Background: an optimization exercise with open tools, aiming at small area and few clock cycles per item. Do not read the settings as production practice.
The RTL was checked by simulation tests, not by an equivalence proof against the original design.

==> flow/design.v (outline; a module is shown in full before it is edited, if it fits) <==
// module rgb_to_hsi_convert: 16354 lines
module rgb_to_hsi_convert #(
  parameter int unsigned HUE_FRAC_BITS = rhc_pkg::HUE_FRAC_DEF
) (
  input  logic        clk,
  input  logic        rst_n,
  input  logic        in_tvalid,
  output logic        in_tready,
  input  logic [23:0] in_tdata,    
  output logic        out_tvalid,
  input  logic        out_tready,
  output logic [47:0] out_tdata    
);
  // ...
==> flow/run.sh <==
#!/bin/bash
# synth_recipe.tcl (not shown) runs the flow's synth.tcl, then flattens the netlist and writes it again
# the make line also repeats each setting of config.mk as NAME=value (left out here)
make -C /OpenROAD-flow-scripts/flow DESIGN_CONFIG=/design/flow/config.mk WORK_HOME=/design/flow/orfs CLKGATE_MAP_FILE= SYNTH_SCRIPT=/design/flow/synth_recipe.tcl finish
==> flow/config.mk <==
export PLATFORM = sky130hd
export DESIGN_NAME = rgb_to_hsi_convert
export DESIGN_NICKNAME = rgb_to_hsi_convert
export VERILOG_FILES = /design/flow/design.v
export SDC_FILE = /design/flow/constraint.sdc
export NUM_CORES = 4
export LEC_CHECK = 0
export ABC_AREA = 1
export CAP_MARGIN = 20
export CORE_MARGIN = 2
export CORE_UTILIZATION = 55
export CTS_BUF_LIST = sky130_fd_sc_hd__clkbuf_4 sky130_fd_sc_hd__clkbuf_8
export SLEW_MARGIN = 20
==> flow/constraint.sdc <==
create_clock -name core_clock -period 12.5 [get_ports {clk}]
set_input_delay 2.5000 -clock core_clock [delete_from_list [all_inputs] [get_ports {clk}]]
set_output_delay 2.5000 -clock core_clock [all_outputs]
set_load 0.01 [all_outputs]
==> summary.md, run 1 <==
| Metric | Value |
|---|---|
| Synthesized-area fraction occupied by adder cells | about a third |
| Non-clock buffering overhead | between 3 and 4% |
| WL/cell | 15.30 um |
| Fillers | 8278 |
| Well tap count | 1176 |
| GRT overflow | 0 |
| Multi-input gates | between 4000 and 5000 |
| Critical Path Start | cu_x_3907_q3$_DFFE_PP_ |
| Register area | 9869 um2 |
| Biggest register | vld_r |
| # Post-CTS Setup Buffers | 1 |
| Highest routed layer | met5 |
| # DRC | 0 |
| Synth Cell Area | 50170 um2 |
| GRT met1 Usage | 30.87% |
| Arrival time worst endpoint | 12340 ps |
| Placed insts | 7248 |
| Clock-cell share of area | 2.539% |
| DRT Pass-1 Iters | 5 |
| Worst Setup EP | ce_x_4825_q4$_DFFE_PP_ |
| Largest family of logic cells by synthesized area | adder cells |
| Least-Margin Pin Slew | 951.1 ps |
| Post-synth EDFFs | 326 |
| Fin cells | 7387 |
| Synth Instances | between 5000 and 6000 |
| Final Setup Violations | 0 |
| Post-synth top flop | edfxtp_1 |
| Status | complete, no violations |
| Final weighted congestion in routability-driven placement | between 0.8 and 0.9 |
Testbench counts, summed over its fixed seeds: cycles 16,032, items 16,000.
==> run 2, diff against run 1 <==
--- a/flow/config.mk
+++ b/flow/config.mk
@@ -10,4 +10,4 @@
 export CORE_MARGIN = 2
-export CORE_UTILIZATION = 55
-export CTS_BUF_LIST = sky130_fd_sc_hd__clkbuf_4 sky130_fd_sc_hd__clkbuf_8
+export CORE_UTILIZATION = 65
+export CTS_BUF_LIST = sky130_fd_sc_hd__clkbuf_8
 export SLEW_MARGIN = 20
==> run 2 against run 1 <==
  * Critical endpoint is now out_tdata[12]
  * First-iteration DRC count up 2.5%
  * Largest cell class unchanged
  * Still clean
  * Clock skew down 8.1 ps
  * Synthesized area unchanged
  * Critical path depth down 34
  * Die area down 15%
  * Sequential share of layout area up 0.20 points
==> summary.md, run 2 <==
| Metric | Value |
|---|---|
| Top-area cell type share of the netlist area | 19.51% (unchanged) |
| Fillers | 6282 (was 8278) |
| Least-Margin Pin Slew | 1057 ps (was 951.1 ps) |
| Die H | 281.8 um (was 306.0 um) |
| Num CTS Buffers | 61 (was 66) |
| Buffers & Inverters on Critical Path | 9 (was 7) |
| Vias in the first global route | 37740 (was 38730) |
| Crit-path max FO | 12 (was 6) |
| Most numerous cell in the Yosys netlist | inv_1 (unchanged) |
| Hold Fails Final Rpt | 0 (unchanged) |
| Sequential share of the synthesized area | 19.67% (unchanged) |
| Final nets | 7250 (was 7285) |
| Global-route wire length before repair | 182500 um (was 190500 um) |
| Detailed placement HPWL | 93000 um (was 96120 um) |
| Netlist cell types | 67 (unchanged) |
| Fin cells | 7206 (was 7387) |
| Ports | 78 (unchanged) |
| Worst Setup EP | out_tdata[12] (was ce_x_4825_q4$_DFFE_PP_) |
| Die Footprint | 79420 um2 (was 93650 um2) |
| Crit end category | primary output (was register) |
| # DRC | 0 (unchanged) |
| Final weighted congestion in routability-driven placement | 0.9321 (was 0.8855) |
| DRT iter0 DRCs | 1762 (was 1719) |
| Slew Viols, Final | 0 (unchanged) |
| Layout area overhead | 7.939% (was 9.153%) |
| Synth Instances | 5982 (unchanged) |
| Post-synth ARST share | 0% (unchanged) |
| Share of cells above drive strength 1 | 6.154% (was 6.942%) |
| Final Setup Violations | 0 (unchanged) |
| Max_cap viols | 0 (unchanged) |
| Htree depth | 2 (was 3) |
| Highest clock rate | 0.08344 GHz (was 0.08387 GHz) |
| Critical Path Start | ce_x_4825_q4$_DFFE_PP_ (was cu_x_3907_q3$_DFFE_PP_) |
| DRT Pass-1 Iters | 6 (was 5) |
| Top cells by count, synth | inv_1 (1118), nand2_1 (966), ha_1 (741), xor2_1 (471), a21oi_1 (395) (unchanged) |
| Clk buf depth | 3 (unchanged) |
| GRT overflow | 0 (unchanged) |
| CP Launch Type | register (unchanged) |
| Leading area contributor after synthesis | edfxtp_1 (unchanged) |
| Arrival time worst endpoint | 9490 ps (was 12340 ps) |
| Worst clock skew | 29.37 ps (was 37.47 ps) |
| Synth Cell Area | 50170 um2 (unchanged) |
| Avg Inst Size Synth | 8.386 um2 (unchanged) |
| Largest net degree at the start of global routing | 157 (was 173) |
| Slowest stage cell, crit path | clkdlybuf4s50_1 (was fa_1) |
| R2r endpoint | ce_x_4825_q4$_DFFE_PP_ (unchanged) |
| Worst hold path type | register to register (unchanged) |
| Yosys reg bits | 330 (unchanged) |
| Period utilization | 95.88% (was 95.38%) |
| RSZ-0062 raised after global routing | true (unchanged) |
| Clk latency of the worst-skew pair | 690 ps (was 700 ps) |
| Crit-path max cell delay | 530 ps (was 400 ps) |
| RR Startpoint | cu_x_3907_q3$_DFFE_PP_ (unchanged) |
| Crit path max-delay family | adder cells (was compound AO/OA/AOI/OAI gates) |
| Placed insts | 7066 (was 7248) |
| Max reg flops | 4 (unchanged) |
| Post-synth top flop | edfxtp_1 (unchanged) |
| Status | complete, no violations (unchanged) |
| Root buf cell | clkbuf_8 (unchanged) |
| Antenna violations before repair | 1 (was 5) |
| GRT Util Overall | 28.18% (was 24.90%) |
| Instance count on the critical path | 49 (was 83) |
| Row cnt | 101 (was 110) |
| Worst EP required | 10000 ps (was 12910 ps) |
| Cells on worst reg2reg path | 81 (was 83) |
| Commonest non-fill, non-tap cells in the layout | inv_1 (1129), nand2_1 (954), ha_1 (737) (was inv_1 (1114), nand2_1 (958), ha_1 (737)) |
| Core area | 76200 um2 (was 90150 um2) |
| Vias | 38290 (was 38030) |
| Starting density of the core | 65.83% (was 55.65%) |
| Via/cell ratio | 5.313 (was 5.148) |
| TritonCTS clock tree | yes (unchanged) |
| Type of the worst setup path | register to primary output (was register to register) |
| Yosys warning count | 1 (unchanged) |
| Worst-path clk slew | 60 ps (about the same) |
| Die width | 281.8 um (was 306.0 um) |
| I/O Buffers | 76 (unchanged) |
| Routed WL | 110700 um (was 113100 um) |
| Most frequent CP cell | nand2_1 (unchanged) |
| Post-synth EDFFs | 326 (unchanged) |
| Rel. slew slack | 29.00% (was 36.14%) |
| Antenna viol nets, final | 0 (unchanged) |
| Biggest register | vld_r (unchanged) |
| Synth area leaders | edfxtp_1 (20%), ha_1 (18%), fa_1 (14%) (unchanged) |
| Min Clock Period, post-route | 11990 ps (was 11920 ps) |
| Post-CTS Hold Fix Bufs | 0 (unchanged) |
| WL/cell | 15.36 um (was 15.30 um) |
| Register-to-Register Setup Slack | 620 ps (was 580 ps) |
| Most common cell after layout, fill and taps aside | inv_1 (unchanged) |
| Post-Syn Nets | 7108 (unchanged) |
| Clock sinks | 330 (unchanged) |
-- run 2: cell counts after synthesis --
No cell type changed its count.
-- run 2: per-layer routing --
| layer | vias up | wire [um] | track usage [%] |
|---|---|---|---|
| li1 | 19530 | - | - |
| met2 | 624 | 55880 | 51.69 |
| met4 | 0 | 2721 | 7.256 |
| met1 | 17960 | 48350 | 35.40 |
| met3 | 174 | 3727 | 2.759 |
| met5 | - | 0 | 0 |
-- run 2: final cells by class --
class	instances	area, um2	area share (%)
repair buffers	178	1585	2.928
diodes	1	2.502	0.004621
inverters	1131	4255	7.858
well taps	1030	1289	2.380
flip-flops and latches	330	9869	18.23
multi-input cells	4422	36000	66.49
clock inverters	53	306.5	0.5661
clock buffers	61	839.6	1.550
-- run 2: how the worst min path moves through the flow --
stage | startpoint | end | slack (ps) | cells past startpoint
floorplan | c1_c1_c1_n_5494_q1_q2_q3$_DFFE_PP_ | c1_c1_c1_c1_n_5494_q1_q2_q3_q4$_DFFE_PP_ | 400 | 0
global placement | dir_n_1139_q2$_DFFE_PP_ | dir_dir_n_1139_q2_q3$_DFFE_PP_ | 400 | 0
detailed placement | dl_x_5781_q2$_DFFE_PP_ | dl_dl_x_5781_q2_q3$_DFFE_PP_ | 400 | 0
CTS | fl_fl_fl_n_296_q1_q2_q3$_DFFE_PP_ | fl_fl_fl_fl_n_296_q1_q2_q3_q4$_DFFE_PP_ | 400 | 0
global route | fl_n_143_q1$_DFFE_PP_ | fl_fl_n_143_q1_q2$_DFFE_PP_ | 410 | 0
finish | dl_x_5776_q2$_DFFE_PP_ | dl_dl_x_5776_q2_q3$_DFFE_PP_ | 410 | 0
-- run 2: timing repair --
item,CTS,global route
pin swaps,0,45
endpoints found under the setup margin,6,79
cloned,0,0
resized for setup,9,103
hold endpoints to repair,0,0
buffers inserted,0,24
-- run 2: metrics by stage --
step	hold slack (ps)	cell area, um2	TNS, ps	utilization (%)	setup slack, ps
2_1_floorplan	400.3	50170	0	-	404.1
3_3_place_gp	400.9	52330	0	68.67	288.7
3_5_place_dp	404.5	52330	-112.8	68.67	-112.8
4_1_cts	398.8	53520	0	70.24	36.74
5_1_grt	410.1	54150	-1118	71.06	-445.5
6_report	406.0	54150	0	71.06	514.7
-- run 2: cell families after synthesis --
family                   Yosys count  synth area share (%)
AND/OR/NAND/NOR                 1619                 13.55
buffers and inverters           1230                 9.458
adder cells (fa/ha/maj)         1098                 32.73
AO/OA/AOI/OAI                    884                 10.08
XOR/XNOR                         817                 14.44
flip-flops                       330                 19.67
multiplexers                       3               0.06484
other                              1              0.007475
==> run 3, diff against run 2 <==
--- a/flow/config.mk
+++ b/flow/config.mk
@@ -8,6 +8,6 @@
 export ABC_AREA = 1
-export CAP_MARGIN = 20
+export CAP_MARGIN = 0
 export CORE_MARGIN = 2
-export CORE_UTILIZATION = 65
+export CORE_UTILIZATION = 70
 export CTS_BUF_LIST = sky130_fd_sc_hd__clkbuf_8
-export SLEW_MARGIN = 20
+export SLEW_MARGIN = 0
==> run 3 against run 2 <==
  * Highest routed layer is now met5
  * Routed wire length fell by 1.8%
  * Worst hold slack improved by 3.7 ps
  * Clock-buffer cell count decreased by 2
  * Largest cell class unchanged
  * Final cell count is 1.4% lower
  * Synthesized area stayed put
  * Flip-flop and latch count unchanged
==> summary.md, run 3 <==
| Metric | Value |
|---|---|
| Hold_ws | 409.7 ps (was 406.0 ps) |
| Min Clock Period, post-route | 11990 ps (about the same) |
| Avg Inst Size Synth | 8.386 um2 (unchanged) |
| Routed WL | 108700 um (was 110700 um) |
| Period utilization | 95.89% (was 95.88%) |
| Global-route wire length before repair | 179200 um (was 182500 um) |
| Synth Instances | 5982 (unchanged) |
| Critical Path Start | ce_x_4825_q4$_DFFE_PP_ (unchanged) |
| Cells on worst reg2reg path | 83 (was 81) |
| Post-Syn Nets | 7108 (unchanged) |
| Worst hold path type | register to register (unchanged) |
| Antenna violations before repair | 2 (was 1) |
| Top-area cell type share of the netlist area | 19.51% (unchanged) |
| Max_cap viols | 0 (unchanged) |
| RSZ-0062 raised after global routing | true (unchanged) |
| Register-to-Register Setup Slack | 620 ps (about the same) |
| Design Area, Final | 53970 um2 (was 54150 um2) |
| Type of the worst setup path | register to primary output (unchanged) |
| Crit-path max FO | 5 (was 12) |
| Post-synth EDFFs | 326 (unchanged) |
| Post-synth ARST share | 0% (unchanged) |
| Area post-placement | 52090 um2 (was 52330 um2) |
| Commonest non-fill, non-tap cells in the layout | inv_1 (1128), nand2_1 (958), ha_1 (737) (was inv_1 (1129), nand2_1 (954), ha_1 (737)) |
| Largest net degree at the start of global routing | 79 (was 157) |
| Die Footprint | 73820 um2 (was 79420 um2) |
| WL/cell | 15.30 um (was 15.36 um) |
| Post-synth top flop | edfxtp_1 (unchanged) |
| Yosys warning count | 1 (unchanged) |
| Crit end category | primary output (unchanged) |
| Status | complete, no violations (unchanged) |
| Row cnt | 98 (was 101) |
| Worst-path clk slew | 60 ps (about the same) |
| DRT iter0 DRCs | 1899 (was 1762) |
| Yosys reg bits | 330 (unchanged) |
| Vias | 38500 (was 38290) |
| Via/cell ratio | 5.420 (was 5.313) |
| GRT overflow | 0 (unchanged) |
| I/O Buffers | 76 (unchanged) |
| Worst clock skew | 50.48 ps (was 29.37 ps) |
| Ports | 78 (unchanged) |
| Crit-path max cell delay | 490 ps (was 530 ps) |
| R2r endpoint | ce_x_4825_q4$_DFFE_PP_ (unchanged) |
| Share of cells above drive strength 1 | 5.883% (was 6.154%) |
| Post-CTS Hold Fix Bufs | 0 (unchanged) |
| Highest clock rate | 0.08343 GHz (was 0.08344 GHz) |
| Die width | 271.7 um (was 281.8 um) |
| Final Setup Violations | 0 (unchanged) |
| Clock sinks | 330 (unchanged) |
| Netlist cell types | 67 (unchanged) |
| # DRC | 0 (unchanged) |
| Hold Fails Final Rpt | 0 (unchanged) |
| Most common cell after layout, fill and taps aside | inv_1 (unchanged) |
| Slew Viols, Final | 0 (unchanged) |
| Htree depth | 2 (unchanged) |
| Top cells by count, synth | inv_1 (1118), nand2_1 (966), ha_1 (741), xor2_1 (471), a21oi_1 (395) (unchanged) |
| Max reg flops | 4 (unchanged) |
| Arrival time worst endpoint | 9490 ps (about the same) |
| Rel. slew slack | 22.64% (was 29.00%) |
| Slowest stage cell, crit path | edfxtp_1 (was clkdlybuf4s50_1) |
| CP Launch Type | register (unchanged) |
| Final nets | 7234 (was 7250) |
| Most frequent CP cell | inv_1 (was nand2_1) |
| Most numerous cell in the Yosys netlist | inv_1 (unchanged) |
| Sequential share of the synthesized area | 19.67% (unchanged) |
| Leading area contributor after synthesis | edfxtp_1 (unchanged) |
| DRT Pass-1 Iters | 5 (was 6) |
| Core area | 71240 um2 (was 76200 um2) |
| Detailed placement HPWL | 91310 um (was 93000 um) |
| Antenna viol nets, final | 0 (unchanged) |
| Synth area leaders | edfxtp_1 (20%), ha_1 (18%), fa_1 (14%) (unchanged) |
| Placed insts | 6971 (was 7066) |
| Layout area overhead | 7.572% (was 7.939%) |
| Vias in the first global route | 38120 (was 37740) |
| Hold path start | dq_o_6413_q3$_DFFE_PP_ (was dl_x_5776_q2$_DFFE_PP_) |
| Root buf cell | clkbuf_8 (unchanged) |
| GRT Util Overall | 29.43% (was 28.18%) |
| Hold Crit Endpoint | dq_dq_o_6413_q3_q4$_DFFE_PP_ (was dl_dl_x_5776_q2_q3$_DFFE_PP_) |
| Die H | 271.7 um (was 281.8 um) |
| Synth Cell Area | 50170 um2 (unchanged) |
| TritonCTS clock tree | yes (unchanged) |
| Biggest register | vld_r (unchanged) |
| Starting density of the core | 70.42% (was 65.83%) |
| Fin cells | 7104 (was 7206) |
| Worst hold path depth | 0 (unchanged) |
| Num CTS Buffers | 59 (was 61) |
| Clk latency of the worst-skew pair | 710 ps (was 690 ps) |
| Worst EP required | 10000 ps (about the same) |
| RR Startpoint | cu_x_3907_q3$_DFFE_PP_ (unchanged) |
| Final weighted congestion in routability-driven placement | 0.9117 (was 0.9321) |
| Least-Margin Pin Slew | 1160 ps (was 1057 ps) |
| Fillers | 5426 (was 6282) |
| Clk buf depth | 3 (unchanged) |
-- run 3: per-layer routing --
| layer | global-route usage, % | wire length, um | vias up |
|---|---|---|---|
| met1 | 36.96 | 46670 | 18070 |
| li1 | - | - | 19480 |
| met3 | 3.459 | 4522 | 212 |
| met2 | 52.95 | 54130 | 749 |
| met5 | 0 | 13 | - |
| met4 | 8.994 | 3334 | 2 |
-- run 3: cells by family (layout without fill, tap and decap cells) --
| group | count (synthesis) | count (layout) | synth area share, % |
|---|---|---|---|
| mux | 3 | 3 | 0.06484 |
| fa+ha+maj | 1098 | 1098 | 32.73 |
| other cells | 1 | 2 | 0.007475 |
| compound gates | 884 | 884 | 10.08 |
| flops | 330 | 330 | 19.67 |
| simple gates | 1619 | 1620 | 13.55 |
| xor+xnor | 817 | 817 | 14.44 |
| buf+inv | 1230 | 1400 | 9.458 |
-- run 3: cell type report --
class,count,area [um2],share of cell area [%]
clock buffers,59,812.0,1.505
well taps,950,1189,2.203
repair buffers,163,1458,2.701
multi-input cells,4423,35990,66.68
diodes,1,2.502,0.004637
inverters,1131,4255,7.885
flip-flops and latches,330,9869,18.29
clock inverters,47,394.1,0.7303
-- run 3: how the worst max path moves through the flow --
stage | slack (ps) | endpoint | depth (start not counted)
final | 510 | out_tdata[11] | 48
after global routing | -500 | ce_x_4825_q4$_DFFE_PP_ | 80
after CTS | 30 | out_tdata[11] | 47
after detailed placement | -110 | ce_x_4825_q4$_DFFE_PP_ | 79
after global placement | 380 | c1_n_5494_q1$_DFFE_PP_ | 41
after floorplan | 400 | ce_x_4825_q4$_DFFE_PP_ | 82
-- run 3: critical path, delay by kind of cell, from the launching register on --
family / cells / cell delay (ps)
fa+ha+maj: 8 / 2980
compound gates: 15 / 2270
xor+xnor: 3 / 590
simple gates: 13 / 1570
buf+inv: 9 / 870
flops: 1 / 490
-- run 3: what timing repair did --
| action | in CTS | in global routing |
|---|---|---|
| cloned | 0 | 1 |
| resized for setup | 10 | 108 |
| setup buffers | 1 | 25 |
| endpoints found under the setup margin | 10 | 61 |
| pin swaps | 1 | 39 |
-- run 3: through the flow --
step	worst slack, ps	TNS, ps	utilization, %
5_1_grt	-496.4	-820.3	75.75
2_1_floorplan	404.1	0	-
6_report	514.3	0	75.75
3_5_place_dp	-111.4	-111.4	73.12
3_3_place_gp	379.2	0	73.12
4_1_cts	32.52	0	74.90
==> run 4, diff against run 3 <==
--- a/flow/config.mk
+++ b/flow/config.mk
@@ -8,3 +8,3 @@
 export ABC_AREA = 1
-export CAP_MARGIN = 0
+export CAP_MARGIN = 10
 export CORE_MARGIN = 2
@@ -12,2 +12,2 @@
 export CTS_BUF_LIST = sky130_fd_sc_hd__clkbuf_8
-export SLEW_MARGIN = 0
+export SLEW_MARGIN = 10
==> run 4 against run 3 <==
  * Design area stayed put
  * Worst hold slack unchanged
  * Die area stayed put
  * Still clean on timing, DRC and antenna
  * Global-route usage stayed put
  * Routed wire length unchanged
  * Flip-flop and latch count unchanged
  * Register-to-register slack about the same
  * Maximum frequency did not move
  * Critical path type unchanged
  * Synthesized cell count is the same
==> summary.md, run 4 <==
| Metric | Value |
|---|---|
| Worst Setup Slack post-DPL | -111.4 ps (unchanged) |
| Status | complete, no violations (unchanged) |
| Largest family of logic cells by synthesized area | adder cells (unchanged) |
| RSZ-0062 raised after global routing | true (unchanged) |
| Clock sinks | 330 (unchanged) |
| Hold Fails Final Rpt | 0 (unchanged) |
| Multiplexer share of the synthesized area | 0.06485% (unchanged) |
| Die Footprint | 73820 um2 (unchanged) |
| Worst clock skew | 50.48 ps (unchanged) |
| CP Launch Type | register (unchanged) |
| Commonest non-fill, non-tap cells in the layout | inv_1 (1128), nand2_1 (958), ha_1 (737) (unchanged) |
| Worst EP required | 10000 ps (about the same) |
| Layout Utilization | 75.75% (unchanged) |
| Core area | 71240 um2 (unchanged) |
| Area occupied by multi-input gates | 35990 um2 (unchanged) |
| Starting density of the core | 70.42% (unchanged) |
| # DRC | 0 (unchanged) |
| Post-synth ARST share | 0% (unchanged) |
| Htree depth | 2 (unchanged) |
| Global-route wire length before repair | 179200 um (unchanged) |
| Most frequent CP cell | inv_1 (unchanged) |
| Post-Syn Nets | 7108 (unchanged) |
| Ports | 78 (unchanged) |
| Crit end category | primary output (unchanged) |
| Min Clock Period, post-route | 11990 ps (unchanged) |
| Synth area leaders | edfxtp_1 (20%), ha_1 (18%), fa_1 (14%) (unchanged) |
| Max_cap viols | 0 (unchanged) |
| Layout area overhead | 7.572% (unchanged) |
| Setup WS post-layout | 514.3 ps (unchanged) |
| Row cnt | 98 (unchanged) |
| Die H | 271.7 um (unchanged) |
| Share of cells above drive strength 1 | 5.883% (unchanged) |
| Yosys reg bits | 330 (unchanged) |
| WL/cell | 15.30 um (unchanged) |
| Final Setup Violations | 0 (unchanged) |
| Period utilization | 95.89% (unchanged) |
| Setup TNS | 0 ps (unchanged) |
| Biggest register | vld_r (unchanged) |
| Detailed placement HPWL | 91310 um (unchanged) |
| Leading area contributor after synthesis | edfxtp_1 (unchanged) |
| Synth Area in Compound Gates | 10.08% (unchanged) |
| Root buf cell | clkbuf_8 (unchanged) |
| Rel. slew slack | 22.64% (unchanged) |
| Worst hold path type | register to register (unchanged) |
| Crit-path max cell delay | 490 ps (about the same) |
| Max reg flops | 4 (unchanged) |
| Die width | 271.7 um (unchanged) |
| Antenna violations before repair | 2 (unchanged) |
| Vias in the first global route | 38120 (unchanged) |
| Clk buf depth | 3 (unchanged) |
| Top cells by count, synth | inv_1 (1118), nand2_1 (966), ha_1 (741), xor2_1 (471), a21oi_1 (395) (unchanged) |
| Area post-placement | 52090 um2 (unchanged) |
| GRT Util Overall | 29.43% (unchanged) |
| Clk latency of the worst-skew pair | 710 ps (about the same) |
| Post-synth EDFFs | 326 (unchanged) |
| Cells on worst reg2reg path | 83 (unchanged) |
| Post-synth top flop | edfxtp_1 (unchanged) |
| Final nets | 7234 (unchanged) |
| Synth Cell Area | 50170 um2 (unchanged) |
| Arrival time worst endpoint | 9490 ps (about the same) |
| DRT Pass-1 Iters | 5 (unchanged) |
| Synthesized-area fraction occupied by adder cells | 32.73% (unchanged) |
| Fillers | 5426 (unchanged) |
| Design Area, Final | 53970 um2 (unchanged) |
| Post-Synth Simple-Gate Area | 13.55% (unchanged) |
| Buffers & Inverters on Critical Path | 9 (unchanged) |
| Sequential share of the synthesized area | 19.67% (unchanged) |
| Final weighted congestion in routability-driven placement | 0.9117 (unchanged) |
| Routed WL | 108700 um (unchanged) |
| Top-area cell type share of the netlist area | 19.51% (unchanged) |
| Most numerous cell in the Yosys netlist | inv_1 (unchanged) |
| I/O Buffers | 76 (unchanged) |
| Instance count on the critical path | 48 (unchanged) |
| Vias | 38500 (unchanged) |
| Type of the worst setup path | register to primary output (unchanged) |
| TritonCTS clock tree | yes (unchanged) |
| Slowest stage cell, crit path | edfxtp_1 (unchanged) |
| Worst hold path depth | 0 (unchanged) |
| Least-Margin Pin Slew | 1160 ps (unchanged) |
| Register area | 9869 um2 (unchanged) |
| Worst-path clk slew | 60 ps (about the same) |
| Largest net degree at the start of global routing | 79 (unchanged) |
| Synth Instances | 5982 (unchanged) |
| Netlist cell types | 67 (unchanged) |
| Most common cell after layout, fill and taps aside | inv_1 (unchanged) |
| XOR/XNOR Fraction of Synth Area | 14.44% (unchanged) |
| Avg Inst Size Synth | 8.386 um2 (unchanged) |
| Highest clock rate | 0.08343 GHz (unchanged) |
| Slew Viols, Final | 0 (unchanged) |
| DRT iter0 DRCs | 1899 (unchanged) |
| Num CTS Buffers | 59 (unchanged) |
| GRT overflow | 0 (unchanged) |
| Via/cell ratio | 5.420 (unchanged) |
| Yosys warning count | 1 (unchanged) |
| Crit-path max FO | 5 (unchanged) |
| Antenna viol nets, final | 0 (unchanged) |
| Crit path max-delay family | adder cells (unchanged) |
[run 4: cell type report]
cell class,instances,share of cell area [%]
multi-input combinational,4423,66.68
sequential,330,18.29
inverter,1131,7.885
timing repair buffer,163,2.701
tap,950,2.203
clock buffer,59,1.505
clock inverter,47,0.7303
antenna,1,0.004637
[run 4: path summary, 6_finish.rpt]
path                     startpoint                           end  slack (ps)
max          ce_x_4825_q4$_DFFE_PP_                 out_tdata[11]         510
min          dq_o_6413_q3$_DFFE_PP_  dq_dq_o_6413_q3_q4$_DFFE_PP_         410
max reg2reg  cu_x_3907_q3$_DFFE_PP_        ce_x_4825_q4$_DFFE_PP_         620
min reg2reg  dq_o_6413_q3$_DFFE_PP_  dq_dq_o_6413_q3_q4$_DFFE_PP_         410
[run 4: through the flow]
step,hold WS (ps),instances
floorplan,400.3,5982
global route,413.2,7104
finish,409.7,7104
global placement,400.7,6971
CTS,410.0,7078
detailed placement,404.5,6971
[run 4: cell families (layout without fill, tap and decap cells)]
logic type,Yosys count,in the layout
AOI/OAI and AO/OA,884,884
and+or+nand+nor,1619,1620
adders and majority gates,1098,1098
buffers and inverters,1230,1400
xor gates and xnor gates,817,817
other,1,2
muxes,3,3
DFF,330,330
[run 4: routing by layer]
layer	part of all wire, %	wire, um	up-vias	GRT usage, %
met4	3.1	3334	2	8.994
met1	43	46670	18070	36.96
met3	4.2	4522	212	3.459
li1	-	-	19480	-
met2	50	54130	749	52.95
met5	0.012	13	-	0
[run 4: what timing repair did]
action                     4_1_cts  5_1_grt
pin swaps                        1       39
gates cloned                     0        1
setup endpoints to repair       10       61
buffers inserted                 1       25
gates resized for setup         10      108
hold buffers                     0        0
==> run 5, diff against run 4 <==
==> flow/flow/run.sh (new file) <==
#!/bin/bash
# The standard layout (the standard.sh, standard synthesis unchanged), with ORFS's power
# recovery step enabled after global routing: repair_timing -recover_power downsizes gates
# on paths that keep positive slack. Each step's full output goes to its own log file here.
set -euo pipefail
export RECOVER_POWER=100
bash standard.sh synth > run_synth.log 2>&1
bash standard.sh finish > run_layout.log 2>&1
==> flow/standard.sh (new file) <==
#!/bin/bash
# synth_recipe.tcl (not shown) runs the flow's synth.tcl, then flattens the netlist and writes it again
# the make line also repeats each setting of config.mk as NAME=value (left out here)
make -C /OpenROAD-flow-scripts/flow DESIGN_CONFIG=/design/flow/config.mk WORK_HOME=/design/flow/orfs CLKGATE_MAP_FILE= SYNTH_SCRIPT=/design/flow/synth_recipe.tcl "${@:-finish}"
--- a/flow/config.mk
+++ b/flow/config.mk
@@ -8,3 +8,3 @@
 export ABC_AREA = 1
-export CAP_MARGIN = 10
+export CAP_MARGIN = 20
 export CORE_MARGIN = 2
@@ -12,2 +12,2 @@
 export CTS_BUF_LIST = sky130_fd_sc_hd__clkbuf_8
-export SLEW_MARGIN = 10
+export SLEW_MARGIN = 20
removed: flow/run.sh
==> run 5 against run 4 <==
  * First-iteration DRC count up 4.3%
  * Still clean on timing, DRC and antenna
  * Via count about the same
  * Design area about the same
  * Flip-flop and latch count unchanged
  * Synthesized area stayed put
  * Register-to-register slack about the same
  * Final cell count unchanged
  * Global-route usage unchanged
  * Worst setup slack improved by 0.60 ps
  * Die area is the same
  * Largest cell class unchanged
==> summary.md, run 5 <==
| Metric | Value |
|---|---|
| GRT met1 Usage | 36.96% (unchanged) |
| Largest net degree at the start of global routing | 79 (unchanged) |
| Worst-path clk slew | 60 ps (about the same) |
| Ports | 78 (unchanged) |
| Die width | 271.7 um (unchanged) |
| Crit-path max FO | 5 (unchanged) |
| Period utilization | 95.88% (was 95.89%) |
| Die H | 271.7 um (unchanged) |
| Most frequent CP cell | inv_1 (unchanged) |
| Row cnt | 98 (unchanged) |
| Area post-placement | 52090 um2 (unchanged) |
| Avg Inst Size Synth | 8.386 um2 (unchanged) |
| Sequential share of the synthesized area | 19.67% (unchanged) |
| Max_cap viols | 0 (unchanged) |
| GR peak layer | met2 (unchanged) |
| GRT overflow | 0 (unchanged) |
| Clk latency of the worst-skew pair | 710 ps (about the same) |
| Post-CTS Hold Fix Bufs | 0 (unchanged) |
| Top-area cell type share of the netlist area | 19.51% (unchanged) |
| Netlist cell types | 67 (unchanged) |
| Post-synth top flop | edfxtp_1 (unchanged) |
| Post-synth ARST share | 0% (unchanged) |
| # DRC | 0 (unchanged) |
| Post-synth EDFFs | 326 (unchanged) |
| Max reg flops | 4 (unchanged) |
| Commonest non-fill, non-tap cells in the layout | inv_1 (1128), nand2_1 (958), ha_1 (737) (unchanged) |
| Starting density of the core | 70.42% (unchanged) |
| GRT Util Overall | 29.43% (unchanged) |
| Slew Viols, Final | 0 (unchanged) |
| TritonCTS clock tree | yes (unchanged) |
| R2r endpoint | ce_x_4825_q4$_DFFE_PP_ (unchanged) |
| Vias in the first global route | 38120 (unchanged) |
| Worst Setup EP | out_tdata[11] (unchanged) |
| RSZ-0062 raised after global routing | true (unchanged) |
| Slowest stage cell, crit path | edfxtp_1 (unchanged) |
| Synth Instances | 5982 (unchanged) |
| Htree depth | 2 (unchanged) |
| Core area | 71240 um2 (unchanged) |
| Rel. slew slack | 22.80% (was 22.64%) |
| Type of the worst setup path | register to primary output (unchanged) |
| Num CTS Buffers | 59 (unchanged) |
| Biggest register | vld_r (unchanged) |
| Antenna viol nets, final | 0 (unchanged) |
| Crit-path max cell delay | 490 ps (about the same) |
| Root buf cell | clkbuf_8 (unchanged) |
| DRT Pass-1 Iters | 6 (was 5) |
| Synth area leaders | edfxtp_1 (20%), ha_1 (18%), fa_1 (14%) (unchanged) |
| RR Startpoint | cu_x_3907_q3$_DFFE_PP_ (unchanged) |
| Layout area overhead | 7.549% (was 7.572%) |
| Crit end category | primary output (unchanged) |
| Most numerous cell in the Yosys netlist | inv_1 (unchanged) |
| Detailed placement HPWL | 91310 um (unchanged) |
| Leading area contributor after synthesis | edfxtp_1 (unchanged) |
| Met2 Track Usage GR | 52.95% (unchanged) |
| Cells on worst reg2reg path | 83 (unchanged) |
| Clk buf depth | 3 (unchanged) |
| Worst clock skew | 50.44 ps (was 50.48 ps) |
| Arrival time worst endpoint | 9490 ps (about the same) |
| Routed WL | 108700 um (about the same) |
| Clock sinks | 330 (unchanged) |
| Highest clock rate | 0.08344 GHz (was 0.08343 GHz) |
| Design Area, Final | 53950 um2 (was 53970 um2) |
| Worst EP required | 10000 ps (about the same) |
| Yosys warning count | 1 (unchanged) |
| Grt met3 use | 3.459% (unchanged) |
| Most common cell after layout, fill and taps aside | inv_1 (unchanged) |
| CP Launch Type | register (unchanged) |
| Vias | 38520 (was 38500) |
| Status | complete, no violations (unchanged) |
| Post-Syn Nets | 7108 (unchanged) |
| Via/cell ratio | 5.422 (was 5.420) |
| Antenna violations before repair | 2 (unchanged) |
| Share of cells above drive strength 1 | 5.835% (was 5.883%) |
| Least-Margin Pin Slew | 1158 ps (was 1160 ps) |
| Synth Cell Area | 50170 um2 (unchanged) |
| Global-route wire length before repair | 179200 um (unchanged) |
| I/O Buffers | 76 (unchanged) |
| WL/cell | 15.31 um (was 15.30 um) |
| Yosys reg bits | 330 (unchanged) |
| Worst hold path type | register to register (unchanged) |
| Die Footprint | 73820 um2 (unchanged) |
| Register-to-Register Setup Slack | 610 ps (was 620 ps) |
| Critical Path Start | ce_x_4825_q4$_DFFE_PP_ (unchanged) |
| Final weighted congestion in routability-driven placement | 0.9117 (unchanged) |
| Top cells by count, synth | inv_1 (1118), nand2_1 (966), ha_1 (741), xor2_1 (471), a21oi_1 (395) (unchanged) |
| DRT iter0 DRCs | 1981 (was 1899) |
| Final Setup Violations | 0 (unchanged) |
| Min Clock Period, post-route | 11990 ps (about the same) |
| Hold Fails Final Rpt | 0 (unchanged) |
| Final nets | 7234 (unchanged) |
[run 5: cell counts after synthesis]
Identical to the previous run, type by type.
[run 5: final cells by class]
cell class	count	area, um2
clock inverters	47	394.1
multi-input cells	4423	35990
flip-flops and latches	330	9869
diodes	1	2.502
repair buffers	163	1446
well taps	950	1189
fillers	5430	17290
inverters	1131	4255
clock buffers	59	812.0
[run 5: kinds of logic after synthesis]
kind of cell,share of synthesized area (%)
DFF,19.67
muxes,0.06484
xor gates and xnor gates,14.44
AOI/OAI and AO/OA,10.08
adders and majority gates,32.73
other,0.007475
and+or+nand+nor,13.55
buffers and inverters,9.458
[run 5: per-stage QoR]
stage / worst slack (ps) / TNS (ps) / hold slack [ps] / utilization (%) / cells
floorplan: 404.1 / 0 / 400.3 / - / 5982
global placement: 379.2 / 0 / 400.7 / 73.12 / 6971
detailed placement: -111.4 / -111.4 / 404.5 / 73.12 / 6971
CTS: 32.52 / 0 / 410.0 / 74.90 / 7078
global route: -497.5 / -1995 / 413.2 / 75.74 / 7104
finish: 514.9 / 0 / 409.7 / 75.74 / 7104
[run 5: per-layer routing]
| layer | routed length, um | part of all wire (%) | vias to the layer above |
|---|---|---|---|
| met1 | 46870 | 43 | 18080 |
| li1 | - | - | 19470 |
| met2 | 54160 | 50 | 754 |
| met5 | 13 | 0.012 | - |
| met3 | 4365 | 4.0 | 208 |
| met4 | 3323 | 3.1 | 2 |
[run 5: what timing repair did]
action | 4_1_cts | 5_1_grt
gates cloned | 0 | 1
pin swaps | 1 | 39
setup buffers | 1 | 25
endpoints found under the setup margin | 10 | 61
gates resized for setup | 10 | 108
[run 5: worst max-delay path: cells and delay by family, from the launching register on]
kind / cells / cell delay, ps
buffers and inverters: 9 / 870
AND/OR/NAND/NOR: 13 / 1570
AO/OA/AOI/OAI: 15 / 2270
XOR/XNOR: 3 / 590
flip-flops: 1 / 490
adder cells (fa/ha/maj): 8 / 2980
[run 5: worst min-delay path by stage]
stage,startpoint,endpoint,slack [ps],cells past startpoint
6_report,dq_o_6413_q3$_DFFE_PP_,dq_dq_o_6413_q3_q4$_DFFE_PP_,410,0
5_1_grt,dq_o_5993_q2$_DFFE_PP_,dq_dq_o_5993_q2_q3$_DFFE_PP_,410,0
4_1_cts,dq_o_6413_q3$_DFFE_PP_,dq_dq_o_6413_q3_q4$_DFFE_PP_,410,0
3_5_place_dp,dl_x_5780_q2$_DFFE_PP_,dl_dl_x_5780_q2_q3$_DFFE_PP_,400,0
3_3_place_gp,dl_x_5776_q2$_DFFE_PP_,dl_dl_x_5776_q2_q3$_DFFE_PP_,400,0
2_1_floorplan,c1_c1_c1_n_5494_q1_q2_q3$_DFFE_PP_,c1_c1_c1_c1_n_5494_q1_q2_q3_q4$_DFFE_PP_,400,0

==> port drivers added, routing unchanged <==
In the flow no input, the clock included, has a driving cell. The finished layouts below were timed again as built, in two steps. Step 1, drivers: a clkbuf_16 drives clk and a buf_2 each remaining input, both assumed. Step 2 times the ports against the registers' clock, not the clock port: input delays grow and output delays shrink by t, the midpoint of the rising clock arrivals with the driver on. Slacks: ideal / step 1 / step 2; pairs: ideal / step 1.
run | shift t [ns] | setup slack, ns | worst setup path at the end | latest minus earliest clock arrival (ns) | worst data-port slew with drivers (ns)
run 1 | 0.746 | 0.577 / 0.577 / 0.002 | input to register | 0.048 / 0.049 | 0.05
run 2 | 0.747 | 0.515 / 0.446 / 0.168 | input to register | 0.030 / 0.030 | 0.06
run 3 | 0.752 | 0.514 / 0.445 / 0.202 | input to register | 0.051 / 0.052 | 0.09
run 4 | 0.752 | 0.514 / 0.445 / 0.202 | input to register | 0.051 / 0.052 | 0.09
run 5 | 0.752 | 0.515 / 0.446 / 0.203 | input to register | 0.051 / 0.050 | 0.09
After both steps setup and hold are still met in every run listed. The setup slack of run 1, which loses most, moves by 0.000 ns with the drivers and by -0.575 ns with both steps.
